This design comes from an exercise in tuning for small area, a short achievable clock period and few clock cycles per item on the open sky130 flow, not from production work. Function was checked by simulation only, so behaviour that the tests miss may differ from the original. Power figures rest on the tool's default switching activity, not on a simulated workload.

$ cat flow/design.v
package chacha_pkg;
  localparam int unsigned WORD_W       = 32;
  localparam int unsigned BLOCK_W      = 512;
  localparam int unsigned ROUNDS_W     = 5;
  localparam int unsigned ROUND_STEP_W = 7;
  typedef logic [WORD_W-1:0] word_t;
  typedef logic [15:0][WORD_W-1:0] state_t;
  typedef logic [3:0]        idx_t;
  typedef enum logic [1:0] {
    IDLE  = 2'd0,
    ROUND = 2'd1,
    FINAL = 2'd2
  } state_e;
  localparam logic [127:0] SIGMA = {32'h6b206574, 32'h79622d32, 32'h3320646e, 32'h61707865};
  localparam logic [63:0] COL_IDX = {
    4'd0, 4'd4, 4'd8,  4'd12,
    4'd1, 4'd5, 4'd9,  4'd13,
    4'd2, 4'd6, 4'd10, 4'd14,
    4'd3, 4'd7, 4'd11, 4'd15
  };
  localparam logic [63:0] DIAG_IDX = {
    4'd0, 4'd5, 4'd10, 4'd15,
    4'd1, 4'd6, 4'd11, 4'd12,
    4'd2, 4'd7, 4'd8,  4'd13,
    4'd3, 4'd4, 4'd9,  4'd14
  };
  function automatic logic [31:0] bswap32(input logic [31:0] w);
    bswap32 = {w[7:0], w[15:8], w[23:16], w[31:24]};
  endfunction
endpackage
module chacha_qr (
  input  logic [31:0] a_i,
  input  logic [31:0] b_i,
  input  logic [31:0] c_i,
  input  logic [31:0] d_i,
  output logic [31:0] a_o,
  output logic [31:0] b_o,
  output logic [31:0] c_o,
  output logic [31:0] d_o
);
  function automatic logic [31:0] rotl(input logic [31:0] x, input int unsigned n);
    rotl = (x << n) | (x >> (32 - n));
  endfunction
  chacha_pkg::word_t a1, b1, c1, d1;
  always_comb begin
    a1  = a_i + b_i;
    d1  = rotl(d_i ^ a1, 16);
    c1  = c_i + d1;
    b1  = rotl(b_i ^ c1, 12);
    a_o = a1 + b1;
    d_o = rotl(d1 ^ a_o, 8);
    c_o = c1 + d_o;
    b_o = rotl(b1 ^ c_o, 7);
  end
endmodule
module chacha_stream_core #(
  parameter int unsigned QR_PAR     = 4,
  parameter int unsigned MAX_ROUNDS = 20
) (
  input  logic                clk,
  input  logic                reset,
  input  logic                init,
  input  logic [255:0]        key,
  input  logic [95:0]         nonce,
  input  logic [31:0]         ctr_init,
  input  logic [4:0]          rounds,
  input  logic                in_valid,
  output logic                in_ready,
  input  logic [511:0]        in_data,
  output logic                out_valid,
  input  logic                out_ready,
  output logic [511:0]        out_data,
  output logic                cfg_error,
  output logic                ctr_exhausted,
  output logic                busy
);
  if (QR_PAR != 1 && QR_PAR != 2 && QR_PAR != 4) begin : g_bad_qr_par
    $error("chacha_stream_core: QR_PAR must be 1, 2 or 4");
  end
  if (MAX_ROUNDS < 2 || MAX_ROUNDS > 20 || (MAX_ROUNDS % 2) != 0) begin : g_bad_max_rounds
    $error("chacha_stream_core: MAX_ROUNDS must be even, 2..20");
  end
  localparam int unsigned LOG_PAR = $clog2(QR_PAR);
  localparam logic [1:0] S_IDLE  = 2'd0;
  localparam logic [1:0] S_ROUND = 2'd1;
  localparam logic [1:0] S_FINAL = 2'd2;
  logic [1:0]                            state_q;
  logic [chacha_pkg::ROUND_STEP_W-1:0]   step_q;
  logic [chacha_pkg::ROUND_STEP_W-1:0]   last_step;
  logic [255:0]              key_q;
  logic [95:0]               nonce_q;
  chacha_pkg::word_t                     ctr_q;
  logic [chacha_pkg::ROUNDS_W-1:0]       rounds_q;
  logic                      configured_q;
  logic                      cfg_error_q;
  logic                      ctr_exhausted_q;
  logic                      out_valid_q;
  logic [chacha_pkg::BLOCK_W-1:0]        out_data_q;
  logic [chacha_pkg::BLOCK_W-1:0]        data_q;
  logic [15:0][31:0] work_q;
  logic [15:0][31:0] work_d;
  logic [15:0][31:0] init_st;
  logic [chacha_pkg::BLOCK_W-1:0]        keystream;
  logic                      rounds_bad;
  logic                      accept;
  logic [2:0] qsel [QR_PAR];
  chacha_pkg::idx_t       qidx [QR_PAR][4];
  chacha_pkg::word_t      qa_o [QR_PAR];
  chacha_pkg::word_t      qb_o [QR_PAR];
  chacha_pkg::word_t      qc_o [QR_PAR];
  chacha_pkg::word_t      qd_o [QR_PAR];
  assign rounds_bad = rounds[0] || (rounds == '0) || (32'(rounds) > MAX_ROUNDS);
  assign in_ready   = (state_q == S_IDLE) && configured_q && !cfg_error_q &&
                      !ctr_exhausted_q && !init;
  assign accept     = in_valid && in_ready;
  assign busy       = (state_q != S_IDLE);
  assign last_step  = 7'((32'(rounds_q) << (2 - LOG_PAR)) - 32'd1);
  assign out_valid     = out_valid_q;
  assign out_data      = out_data_q;
  assign cfg_error     = cfg_error_q;
  assign ctr_exhausted = ctr_exhausted_q;
  always_comb begin
    init_st = '0;
    for (int i = 0; i < 4; i++) init_st[i] = chacha_pkg::SIGMA[32*i +: 32];
    for (int i = 0; i < 8; i++) init_st[4+i] = chacha_pkg::bswap32(key_q[255-32*i -: 32]);
    init_st[12] = ctr_q;
    for (int i = 0; i < 3; i++) init_st[13+i] = chacha_pkg::bswap32(nonce_q[95-32*i -: 32]);
  end
  always_comb begin
    keystream = '0;
    for (int i = 0; i < 16; i++) keystream[511-32*i -: 32] = chacha_pkg::bswap32(work_q[i] + init_st[i]);
  end
  always_comb begin
    for (int j = 0; j < int'(QR_PAR); j++) begin
      qsel[j] = 3'(32'(step_q) * QR_PAR + 32'(j));
      for (int p = 0; p < 4; p++) begin
        qidx[j][p] = qsel[j][2] ? chacha_pkg::DIAG_IDX[63 - 4*(4*int'(qsel[j][1:0]) + p) -: 4]
                                 : chacha_pkg::COL_IDX[63 - 4*(4*int'(qsel[j][1:0]) + p) -: 4];
      end
    end
  end
  for (genvar j = 0; j < int'(QR_PAR); j++) begin : g_qr
    chacha_qr u_qr (
      .a_i (work_q[qidx[j][0]]),
      .b_i (work_q[qidx[j][1]]),
      .c_i (work_q[qidx[j][2]]),
      .d_i (work_q[qidx[j][3]]),
      .a_o (qa_o[j]),
      .b_o (qb_o[j]),
      .c_o (qc_o[j]),
      .d_o (qd_o[j])
    );
  end
  always_comb begin
    work_d = work_q;
    for (int j = 0; j < int'(QR_PAR); j++) begin
      work_d[qidx[j][0]] = qa_o[j];
      work_d[qidx[j][1]] = qb_o[j];
      work_d[qidx[j][2]] = qc_o[j];
      work_d[qidx[j][3]] = qd_o[j];
    end
  end
  always_ff @(posedge clk) begin
    if (reset) begin
      state_q         <= S_IDLE;
      step_q          <= '0;
      key_q           <= '0;
      nonce_q         <= '0;
      ctr_q           <= '0;
      rounds_q        <= '0;
      configured_q    <= 1'b0;
      cfg_error_q     <= 1'b0;
      ctr_exhausted_q <= 1'b0;
      out_valid_q     <= 1'b0;
      out_data_q      <= '0;
      data_q          <= '0;
      work_q          <= '0;
    end else if (init) begin
      key_q           <= key;
      nonce_q         <= nonce;
      ctr_q           <= ctr_init;
      rounds_q        <= rounds;
      cfg_error_q     <= rounds_bad;
      configured_q    <= !rounds_bad;
      ctr_exhausted_q <= 1'b0;
      out_valid_q     <= 1'b0;
      state_q         <= S_IDLE;
      step_q          <= '0;
    end else begin
      if (out_ready) out_valid_q <= 1'b0;
      unique case (state_q)
        S_IDLE: begin
          if (accept) begin
            work_q  <= init_st;
            data_q  <= in_data;
            step_q  <= '0;
            state_q <= S_ROUND;
          end
        end
        S_ROUND: begin
          work_q <= work_d;
          step_q <= step_q + 7'd1;
          if (step_q == last_step) state_q <= S_FINAL;
        end
        S_FINAL: begin
          if (!out_valid_q || out_ready) begin
            out_data_q  <= data_q ^ keystream;
            out_valid_q <= 1'b1;
            ctr_q       <= ctr_q + 32'd1;
            if (ctr_q == 32'hFFFF_FFFF) ctr_exhausted_q <= 1'b1;
            state_q     <= S_IDLE;
          end
        end
        default: state_q <= S_IDLE;
      endcase
    end
  end
endmodule
$ cat flow/config.mk
export PLATFORM = sky130hd
export DESIGN_NAME = chacha_stream_core
export DESIGN_NICKNAME = chacha_stream_core
export VERILOG_FILES = /design/flow/design.v
export SDC_FILE = /design/flow/constraint.sdc
export NUM_CORES = 4
export LEC_CHECK = 0
export CAP_MARGIN = 20
export CORE_MARGIN = 2
export CORE_UTILIZATION = 25
export SLEW_MARGIN = 20
$ cat flow/run.sh
#!/bin/bash
# synth_recipe.tcl (not shown) runs the flow's synth.tcl, then flattens the netlist and writes it again
# the make line also repeats each setting of config.mk as NAME=value (left out here)
make -C /OpenROAD-flow-scripts/flow DESIGN_CONFIG=/design/flow/config.mk WORK_HOME=/design/flow/orfs CLKGATE_MAP_FILE= SYNTH_SCRIPT=/design/flow/synth_recipe.tcl finish
$ cat flow/constraint.sdc
create_clock -name core_clock -period 15.0 [get_ports {clk}]
set_input_delay 3.0000 -clock core_clock [delete_from_list [all_inputs] [get_ports {clk}]]
set_output_delay 3.0000 -clock core_clock [all_outputs]
set_load 0.01 [all_outputs]
==> results by group <==
Outcome
  – Result of the run: complete, no violations

Yosys
  – Share of async-settable or async-resettable flops after synthesis: 0
  – Instance count of the mapped netlist: 16130
  – Synth Cell Area: 129700 um^2
  – Top cells by area in the synthesized netlist: sky130_fd_sc_hd__dfxtp_1, sky130_fd_sc_hd__xnor2_1, sky130_fd_sc_hd__ha_1
  – Dominant cell type by area after synthesis: sky130_fd_sc_hd__dfxtp_1
  – Number of synthesized flops with an enable pin: 0
  – Main synth FF type: sky130_fd_sc_hd__dfxtp_1
  – Fraction of post-synthesis cell area in the top cell type by area: 0.2991
  – Avg Cell Area, Syn: between 8 and 9 um^2
  – Cell variety after synth: 113
  – Number of warnings printed during yosys synthesis: 10
  – #FFs+latches synth: between 1500 and 2000
  – Synth Net Count: 17930
  – Sequential share of the synthesized area: 0.2991
  – Most instantiated library cell after synthesis: sky130_fd_sc_hd__nand2_1
  – Commonest cells in the synthesized netlist: sky130_fd_sc_hd__nand2_1, sky130_fd_sc_hd__dfxtp_1, sky130_fd_sc_hd__nor2_1

Clocking
  – Register clock-pin slew on the reported worst setup and hold paths: 0.06 ns
  – Clock root buffer master: sky130_fd_sc_hd__clkbuf_16
  – TritonCTS clock tree: yes
  – Number of buffers created by CTS: 244
  – Clock latency reported for the late side of the worst-skew pair: 1.07 ns
  – H-tree depth: 4
  – Number of clock sinks seen by CTS: 1938
  – Maximum buffer depth of the clock tree: 4

Detailed routing
  – Total via count after detailed routing: 140100
  – Total length of routed wires: 936600 um
  – Count of nets left with antenna violations after detail routing: 0
  – Count of unresolved DRC violations after routing: 0
  – Detailed-routing iteration count for the pre-antenna-repair pass: 6
  – Per-cell via count in the routed design: about 5.3
  – Wire length per cell: between 30 and 40 um
  – DRC marker count from the first detailed-route iteration: between 15000 and 20000

Cells and area
  – Fraction of layout cells with a size suffix above 1: 0.1589
  – Synth-to-Final Area Change: 35.59%
  – Final cell count without fillers: 26200
  – Post-layout nets: 20810
  – Design area: 175900 um^2

Global route
  – GRT overflow: 0
  – Wire length of the first global-routing pass: 1207000 um
  – Pin count of the biggest net entering global routing: 195
  – Total GRT Usage: 0.3408
  – Number of antenna violations at the first check in global routing: 146
  – Via count of the first global-routing pass: 130100

Placed design
  – Estimated wirelength of the detail-placed design: 788700 um
  – Cells after DPL: 25660
  – Count of buffers inserted at the top-level ports: 1422
  – Final GP Congestion: 1.108
  – Instance area after placement: 166200 um^2

Worst setup path
  – Crit Reg-Reg Endpoint: work_q[179]$_SDFFE_PP0P_
  – Depth of the worst register-to-register path: 65
  – Crit path launch: step_q[0]$_SDFFE_PP0P_
  – Data required time of the worst path: between 15 and 20 ns
  – Worst path max stage delay: 0.76 ns
  – Cell occurring most often along the worst timing path: sky130_fd_sc_hd__buf_4
  – Critical path type: flip-flop to flip-flop
  – Worst reg2reg path startpoint: step_q[0]$_SDFFE_PP0P_
  – Crit Path Max Fanout: 10
  – CP startpoint kind: flip-flop
  – Stages on worst setup path: 65
  – Crit path max-delay family: compound AO/OA/AOI/OAI gates
  – Internal reg-to-reg setup slack: 0.41 ns
  – Cell with the largest stage delay on the worst path: sky130_fd_sc_hd__xnor2_1
  – Crit path DAT: 15.48 ns
  – Capturing instance or port of the critical path: work_q[179]$_SDFFE_PP0P_
  – Critical Path Sink Type: flip-flop
  – CP bufs+invs: 14

Timing
  – Ratio of final minimum period to clock period: 0.9729
  – Worst clock skew: between 0.1 and 0.15 ns
  – Clock period minus final worst setup slack: 14.59 ns
  – Finish-stage setup viols: 0
  – Fin. Hold Viols: 0
  – Worst slew margin relative to its limit: 0.1149
  – Slew @ Worst Pin: 1.321 ns
  – Count of pins over their slew limit: 0
  – Max Clk Rate: 68.52 MHz

Floorplan
  – Die W: 724.3 um
  – Die ar.: 524600 um^2
  – Initial Util: 0.2509
  – # rows: 264
  – Core box area: 516900 um^2
  – I/O pin count: 1423
  – Die height: 724.3 um

Power and ir drop
  – PD cells: between 80 and 90 nW/um^2
  – Leak Pwr: 74.37 nW
  – Max VDD drop: around 0.12 mV

Run
  – Total of max-cap violations: 0

Hold path
  – Path class of the lowest-slack min-delay path: flip-flop to flip-flop
cell usage in the layout, fill, tap and decap left out, types with 63 or more instances in the layout:
cell type                         netlist  layout
sky130_fd_sc_hd__a22oi_1               70      70
sky130_fd_sc_hd__nand2_1             1968    1962
sky130_fd_sc_hd__o21a_1               104     103
sky130_fd_sc_hd__or3_1                116     116
sky130_fd_sc_hd__dfxtp_1             1938    1937
sky130_fd_sc_hd__mux2i_1              671     650
sky130_fd_sc_hd__a311oi_1              64      63
sky130_fd_sc_hd__o21ai_0              648     621
sky130_fd_sc_hd__nor2_1              1760    1749
sky130_fd_sc_hd__a21oi_1             1679    1654
sky130_fd_sc_hd__and3_1               104     104
sky130_fd_sc_hd__xnor2_1             1407    1342
sky130_fd_sc_hd__nor3_1               309     306
sky130_fd_sc_hd__a31oi_1               79      73
sky130_fd_sc_hd__inv_1                409     407
sky130_fd_sc_hd__ha_1                 864     864
sky130_fd_sc_hd__clkdlybuf4s50_1        0    1420
sky130_fd_sc_hd__a21o_1               313     313
sky130_fd_sc_hd__o211ai_1             140     140
sky130_fd_sc_hd__nor2b_1              129     128
sky130_fd_sc_hd__diode_2                0      75
sky130_fd_sc_hd__xnor2_2               10      70
sky130_fd_sc_hd__nand3_1              192     192
sky130_fd_sc_hd__nand2b_1             123     122
sky130_fd_sc_hd__buf_4                  2    1987
sky130_fd_sc_hd__clkbuf_16              0     247
sky130_fd_sc_hd__mux2_2               192     192
sky130_fd_sc_hd__a211oi_1             531     519
sky130_fd_sc_hd__o21bai_1              72      72
sky130_fd_sc_hd__xor2_1               555     510
how the worst min path moves through the flow:
stage / start / end / cells after the start
6_report: out_data_q[459]$_SDFFE_PP0P_ / out_data_q[459]$_SDFFE_PP0P_ / 2
5_1_grt: out_data_q[456]$_SDFFE_PP0P_ / out_data_q[456]$_SDFFE_PP0P_ / 2
4_1_cts: out_data_q[456]$_SDFFE_PP0P_ / out_data_q[456]$_SDFFE_PP0P_ / 2
3_5_place_dp: out_data_q[421]$_SDFFE_PP0P_ / out_data_q[421]$_SDFFE_PP0P_ / 2
3_3_place_gp: out_data_q[71]$_SDFFE_PP0P_ / out_data_q[71]$_SDFFE_PP0P_ / 2
2_1_floorplan: step_q[6]$_SDFFE_PP0P_ / step_q[6]$_SDFFE_PP0P_ / 1
sequential cells by signal (all words and copies together), names as in the netlist, 2 cells and up:
signal / flops
ctr_q: 32
data_q: 512
key_q: 256
nonce_q: 96
out_data_q: 512
rounds_q: 5
state_q: 2
step_q: 7
work_q: 512
cells by family (layout without fill, tap and decap cells):
| family | after synthesis | in the layout | share of synthesized area |
|---|---|---|---|
| flops | 1938 | 1938 | 0.2991 |
| xor+xnor | 1999 | 1999 | 0.1385 |
| other cells | 0 | 75 | 0 |
| fa+ha+maj | 902 | 902 | 0.08847 |
| simple gates | 4958 | 4958 | 0.1637 |
| mux | 864 | 864 | 0.06853 |
| buf+inv | 1252 | 4329 | 0.03660 |
| compound gates | 4215 | 4215 | 0.2050 |
report_power, final:
| group | switching, W | total [W] | leakage (nW) | internal (W) |
|---|---|---|---|---|
| sequential | 0.000182 | 0.00542 | 15.7 | 0.00523 |
| clock | 0.00275 | 0.00641 | 4.14 | 0.00366 |
| combinational | 0.00157 | 0.00256 | 54.5 | 0.000989 |
layout make-up:
cell class | instances | area, um^2
Fill cell | 54540 | 341100
Multi-Input combinational cell | 12940 | 87700
Sequential cell | 1938 | 38800
Timing Repair Buffer | 3475 | 30500
Tap cell | 6916 | 8653
Clock buffer | 331 | 6993
Inverter | 411 | 1558
Clock inverter | 112 | 1479
Antenna cell | 75 | 187.7
routing by layer:
layer / GRT usage / part of all wire
met5: 0 / 0.00038
met4: 0.2466 / 0.088
met3: 0.08160 / 0.090
met2: 0.5310 / 0.43
met1: 0.4097 / 0.39
worst register-to-register path, delay by kind of cell (launching register included):
family | cells | cell delay [ns]
compound gates | 22 | 4.60
mux | 1 | 0.48
simple gates | 14 | 2.52
xor+xnor | 7 | 2.16
fa+ha+maj | 7 | 2.17
buf+inv | 14 | 2.22
flops | 1 | 0.37
through the flow:
stage               setup slack [ns]  utilization    TNS, ns  power, W  hold WS, ns
global route                -0.01361       0.3400   -0.03133   0.01467       0.4629
global placement             -0.4944       0.3215     -10.13  0.007980       0.4368
floorplan                   -0.03884            -   -0.03884  0.006347       0.4448
finish                        0.4059       0.3402          0   0.01439       0.4491
CTS                        -0.003027       0.3381  -0.003027   0.01435       0.4507
detailed placement           -0.6797       0.3215     -16.27  0.007968       0.4438
what timing repair did:
item | in CTS | in global routing
hold buffers | 0 | 0
setup endpoints to repair | 79 | 147
pin swaps | 3 | 31
buffers inserted | 3 | 9
gates cloned | 0 | 3
resized for setup | 21 | 150
endpoints found under the hold margin | 0 | 0
Testbench counts, summed over its fixed seeds: cycles 11,328, items 512.

==> afterwards: timing with drivers on the ports <==
No port has a modelled driver above. Below, the same layout with a new extraction and two added sets of constraints. Step 1 (the two cells are an assumption about what drives the block):
set clk [get_ports {clk}]
set_driving_cell -lib_cell sky130_fd_sc_hd__clkbuf_16 $clk
set_driving_cell -lib_cell sky130_fd_sc_hd__buf_2 [delete_from_list [all_inputs] $clk]
Step 2 times the ports against the registers' clock, not the clock port: input delays grow and output delays shrink by t, the midpoint of the rising clock arrivals with the driver on. Three values: ideal, step 1, step 2; two values: the first two.
t (ns): 1.126
slack for setup (ns): 0.406 / 0.406 / 0.406
slew at the worst register clock pin (ns): 0.08 / 0.08
worst data-port slew with drivers (ns): 0.48
After both steps setup and hold are still met in this run. For this run, drivers alone change the setup slack by 0.000 ns; drivers and shift together by 0.000 ns.
